This design comes from an exercise in tuning for small area and a short achievable clock period on the open sky130 flow, not from production work.
At most, simulation tests tie the RTL to the original design; equivalence was not proved.
The clock port is modelled as an ideal driver; clocking choices that lean on that would not hold on a real chip.
No activity file was given, so power comes from the tool's default toggle rates.

job 7329:
// isp_top
module isp_top
(
    input  logic    pixel_clk,
    input  logic    rst_n,
    input  isp_video_pkg::pix_t    s_axis_tdata,
    input  logic    s_axis_tuser,
    input  logic    s_axis_tlast,
    input  logic    s_axis_tvalid,
    output logic    s_axis_tready,
    output isp_video_pkg::pix_t    m_axis_tdata,
    output logic    m_axis_tuser,
    output logic    m_axis_tlast,
    output logic    m_axis_tvalid,
    input  logic    m_axis_tready,
    input  logic    dpc_en,
    input  isp_ctrl_pkg::thresh_t dpc_threshold,
    input  logic    gauss_en
);
==> module isp_gauss, before the edit <==
module isp_gauss
(
    input  logic        gauss_en,
    input  logic [9:0]  m_top,       
    input  logic [9:0]  m_mid,       
    input  logic [9:0]  m_new,       
    input  logic [11:0] v_c1,        
    input  logic [11:0] v_c2,        
    input  logic [9:0]  m_ctr,       
    output logic [11:0] v_c0,        
    output logic [9:0]  out
);
    logic [11:0] vs, vk;
    logic [13:0] as, ak, bs, bk, hs, hk;
    logic [13:0] total;
    logic [6:0]  vr;
    logic [7:0]  lo_c;
    logic [6:0]  hi0, hi1;
    logic [7:0]  hc0, hc1;
    logic [10:0] va, vb, vc;
    logic [12:0] bc;
    logic [12:0] ac, cc;
    logic [6:0]  vq0, vq1;
    logic [5:0]  vu0, vu1;
    assign ac = {1'b0, v_c2};
    assign cc = {1'b0, v_c0};
    assign va = {1'b0, m_top};
    assign vb = {m_mid, 1'b0};
    assign vc = {1'b0, m_new};
    assign bc = {v_c1, 1'b0};
    always_comb
    begin
        vs = '0;
        vk = '0;
        for (int i = 0; i < 11; i++)
        begin
            vs[i]   = va[i] ^ vb[i] ^ vc[i];
            vk[i+1] = (va[i] & vb[i]) | (va[i] & vc[i]) | (vb[i] & vc[i]);
        end
        vr[0] = 1'b0;
        for (int i = 0; i < 6; i++)
        begin
            v_c0[i] = vs[i] ^ vk[i] ^ vr[i];
            vr[i+1] = (vs[i] & vk[i]) | (vs[i] & vr[i]) | (vk[i] & vr[i]);
        end
        vq0[0] = 1'b0;
        vq1[0] = 1'b1;
        for (int i = 0; i < 6; i++)
        begin
            vu0[i]   = vs[i+6] ^ vk[i+6] ^ vq0[i];
            vq0[i+1] = (vs[i+6] & vk[i+6]) | (vs[i+6] & vq0[i]) | (vk[i+6] & vq0[i]);
            vu1[i]   = vs[i+6] ^ vk[i+6] ^ vq1[i];
            vq1[i+1] = (vs[i+6] & vk[i+6]) | (vs[i+6] & vq1[i]) | (vk[i+6] & vq1[i]);
        end
        v_c0[11:6] = vr[6] ? vu1 : vu0;
        hs = '0;
        hk = '0;
        for (int i = 0; i < 13; i++)
        begin
            hs[i]   = ac[i] ^ bc[i] ^ cc[i];
            hk[i+1] = (ac[i] & bc[i]) | (ac[i] & cc[i]) | (bc[i] & cc[i]);
        end
        lo_c[0] = 1'b0;
        for (int i = 0; i < 7; i++)
        begin
            total[i]  = hs[i] ^ hk[i] ^ lo_c[i];
            lo_c[i+1] = (hs[i] & hk[i]) | (hs[i] & lo_c[i]) | (hk[i] & lo_c[i]);
        end
        hc0[0] = 1'b0;
        hc1[0] = 1'b1;
        for (int i = 0; i < 7; i++)
        begin
            hi0[i]   = hs[i+7] ^ hk[i+7] ^ hc0[i];
            hc0[i+1] = (hs[i+7] & hk[i+7]) | (hs[i+7] & hc0[i]) | (hk[i+7] & hc0[i]);
            hi1[i]   = hs[i+7] ^ hk[i+7] ^ hc1[i];
            hc1[i+1] = (hs[i+7] & hk[i+7]) | (hs[i+7] & hc1[i]) | (hk[i+7] & hc1[i]);
        end
        total[13:7] = lo_c[7] ? hi1 : hi0;
    end
    assign out = gauss_en ? total[13:4] : m_ctr;
endmodule
==> flow/config.mk <==
export PLATFORM = sky130hd
export DESIGN_NAME = isp_top
export DESIGN_NICKNAME = isp_top
export VERILOG_FILES = /design/flow/design.v
export SDC_FILE = /design/flow/constraint.sdc
export NUM_CORES = 4
export LEC_CHECK = 0
export CAP_MARGIN = 20
export CORE_MARGIN = 2
export CORE_UTILIZATION = 60
export SLEW_MARGIN = 20
==> flow/constraint.sdc <==
create_clock -name core_clock -period 16.0 [get_ports {pixel_clk}]
set_input_delay 3.2000 -clock core_clock [delete_from_list [all_inputs] [get_ports {pixel_clk}]]
set_output_delay 3.2000 -clock core_clock [all_outputs]
set_load 0.01 [all_outputs]
standard.sh (not shown) runs the stock make flow with config.mk's settings and CLKGATE_MAP_FILE= SYNTH_SCRIPT=/design/flow/synth_recipe.tcl, a recipe that flattens the netlist after the stock synthesis.
==> flow/flow/run.sh <==
#!/bin/bash
# Layout flow: the standard ORFS flow (standard.sh) with these changes.
#  - ABC maps the logic with an area-oriented script (abc_area_nf.script) in
#    place of ORFS's abc_speed.script; ORFS's scripts are copied to a local
#    folder and only that one file is replaced.
#  - repair_timing (floorplan, CTS and global-route stages) aims at a setup
#    slack of SETUP_SLACK_MARGIN ns, optimising towards a shorter period
#    than the 16 ns the design is constrained and signed off at.
#  - a leaner clock tree: larger sink clusters, clkbuf_8, no dummy loads.
#  - port buffers are buf_1 (repair upsizes those on critical paths).
#  - after CTS, s_axis_tready's output buffer is driven straight from
#    m_axis_tready's input buffer (post_cts.tcl, ft_eco.tcl).
#  - net fanout is capped at 40 before repair_design (pre_resize.tcl).
# Each tool's output goes to the ORFS logs under orfs/logs; make's output
# goes to standard.log.
set -euo pipefail
rm -rf scripts_local
cp -r "$FLOW_HOME/scripts" scripts_local
cp flow/abc_area_nf.script scripts_local/abc_speed.script
export SETUP_SLACK_MARGIN=9.4
export CTS_ARGS="-sink_clustering_enable -repair_clock_nets -sink_clustering_size 15 -sink_clustering_max_diameter 70 -buf_list sky130_fd_sc_hd__clkbuf_8 -dont_use_dummy_load"
export BUFFER_PORTS_ARGS="-buffer_cell sky130_fd_sc_hd__buf_1"
export POST_CTS_TCL="$PWD/flow/post_cts.tcl"
export PRE_RESIZE_TCL="$PWD/flow/pre_resize.tcl"
bash standard.sh SCRIPTS_DIR="$PWD/scripts_local" finish > standard.log 2>&1
Other scripts of this flow, unchanged in this note and not shown: flow/flow/abc_area_nf.script, flow/flow/ft_eco.tcl, flow/flow/post_cts.tcl, flow/flow/pre_resize.tcl
Here is what was changed in the inputs of job 4377 compared with job 7329.
--- a/flow/design.v
+++ b/flow/design.v
@@ -177,23 +177,18 @@
     output logic [11:0] v_c0,        
     output logic [9:0]  out
 );
     logic [11:0] vs, vk;
     logic [13:0] as, ak, bs, bk, hs, hk;
     logic [13:0] total;
-    logic [6:0]  vr;
+    logic [12:0] vr;
     logic [7:0]  lo_c;
     logic [6:0]  hi0, hi1;
     logic [7:0]  hc0, hc1;
     logic [10:0] va, vb, vc;
     logic [12:0] bc;
-    logic [12:0] ac, cc;
-    logic [6:0]  vq0, vq1;
-    logic [5:0]  vu0, vu1;
-    assign ac = {1'b0, v_c2};
-    assign cc = {1'b0, v_c0};
     assign va = {1'b0, m_top};
     assign vb = {m_mid, 1'b0};
     assign vc = {1'b0, m_new};
     assign bc = {v_c1, 1'b0};
     always_comb
     begin
@@ -202,34 +197,33 @@
         for (int i = 0; i < 11; i++)
         begin
             vs[i]   = va[i] ^ vb[i] ^ vc[i];
             vk[i+1] = (va[i] & vb[i]) | (va[i] & vc[i]) | (vb[i] & vc[i]);
         end
         vr[0] = 1'b0;
-        for (int i = 0; i < 6; i++)
+        for (int i = 0; i < 12; i++)
         begin
             v_c0[i] = vs[i] ^ vk[i] ^ vr[i];
             vr[i+1] = (vs[i] & vk[i]) | (vs[i] & vr[i]) | (vk[i] & vr[i]);
         end
-        vq0[0] = 1'b0;
-        vq1[0] = 1'b1;
-        for (int i = 0; i < 6; i++)
+        as = '0;
+        ak = '0;
+        for (int i = 0; i < 12; i++)
         begin
-            vu0[i]   = vs[i+6] ^ vk[i+6] ^ vq0[i];
-            vq0[i+1] = (vs[i+6] & vk[i+6]) | (vs[i+6] & vq0[i]) | (vk[i+6] & vq0[i]);
-            vu1[i]   = vs[i+6] ^ vk[i+6] ^ vq1[i];
-            vq1[i+1] = (vs[i+6] & vk[i+6]) | (vs[i+6] & vq1[i]) | (vk[i+6] & vq1[i]);
+            as[i]   = vs[i] ^ vk[i] ^ v_c2[i];
+            ak[i+1] = (vs[i] & vk[i]) | (vs[i] & v_c2[i]) | (vk[i] & v_c2[i]);
         end
-        v_c0[11:6] = vr[6] ? vu1 : vu0;
-        hs = '0;
-        hk = '0;
+        bs = '0;
+        bk = '0;
         for (int i = 0; i < 13; i++)
         begin
-            hs[i]   = ac[i] ^ bc[i] ^ cc[i];
-            hk[i+1] = (ac[i] & bc[i]) | (ac[i] & cc[i]) | (bc[i] & cc[i]);
+            bs[i]   = as[i] ^ ak[i] ^ bc[i];
+            bk[i+1] = (as[i] & ak[i]) | (as[i] & bc[i]) | (ak[i] & bc[i]);
         end
+        hs = bs;
+        hk = bk;
         lo_c[0] = 1'b0;
         for (int i = 0; i < 7; i++)
         begin
             total[i]  = hs[i] ^ hk[i] ^ lo_c[i];
             lo_c[i+1] = (hs[i] & hk[i]) | (hs[i] & lo_c[i]) | (hk[i] & lo_c[i]);
         end
[summary]
Diff job 4377..job 7329 | overall fraction of global-route tracks in use | negligible. Taking job 7329 as the reference point, the detailed route wirelength on metal3 of job 4377 rises by about 6%. Delta (job 4377 minus job 7329): relative slew slack shows a reduction of 8.0 points; highest ir drop seen on vdd shows a reduction of about 8%; total power divided by cell area shows a reduction of 0.63 nW/um^2. On post-synthesis cell count, the lower figure sits with job 4377, not job 7329. Of the two candidates, job 7329 has the worse final worst clock skew and job 4377 the better one. Job 7329 -> job 4377: maximum clock frequency flat.
Only the layout flow was run in job 7329; the RTL was not checked for function there.

==> afterwards: timing with drivers on the ports <==
Ports are ideal in the flow. The routed layouts listed here were re-timed in OpenROAD. Step 1 assumes that a clkbuf_16 drives the clock port and a buf_2 every other input. Step 2, shift: input delay + t, output delay - t, t = (earliest + latest rising clock arrival at the registers) / 2. This alone moves slack from input paths to output paths. Slacks: no drivers / after step 1 / after step 2; pairs: no drivers / after step 1.
run | shift t [ns] | setup slack, ns | worst setup path after step 2 | worst register clock-pin slew, ns
job 7329 | 0.679 | 9.398 / 9.363 / 9.022 | input to register | 0.10 / 0.10
job 4377 | 0.693 | 9.386 / 9.345 / 9.171 | input to register | 0.10 / 0.10
After both steps setup and hold are still met in every run listed. For job 7329, which loses most, drivers alone change the setup slack by -0.035 ns; drivers and shift together by -0.376 ns.
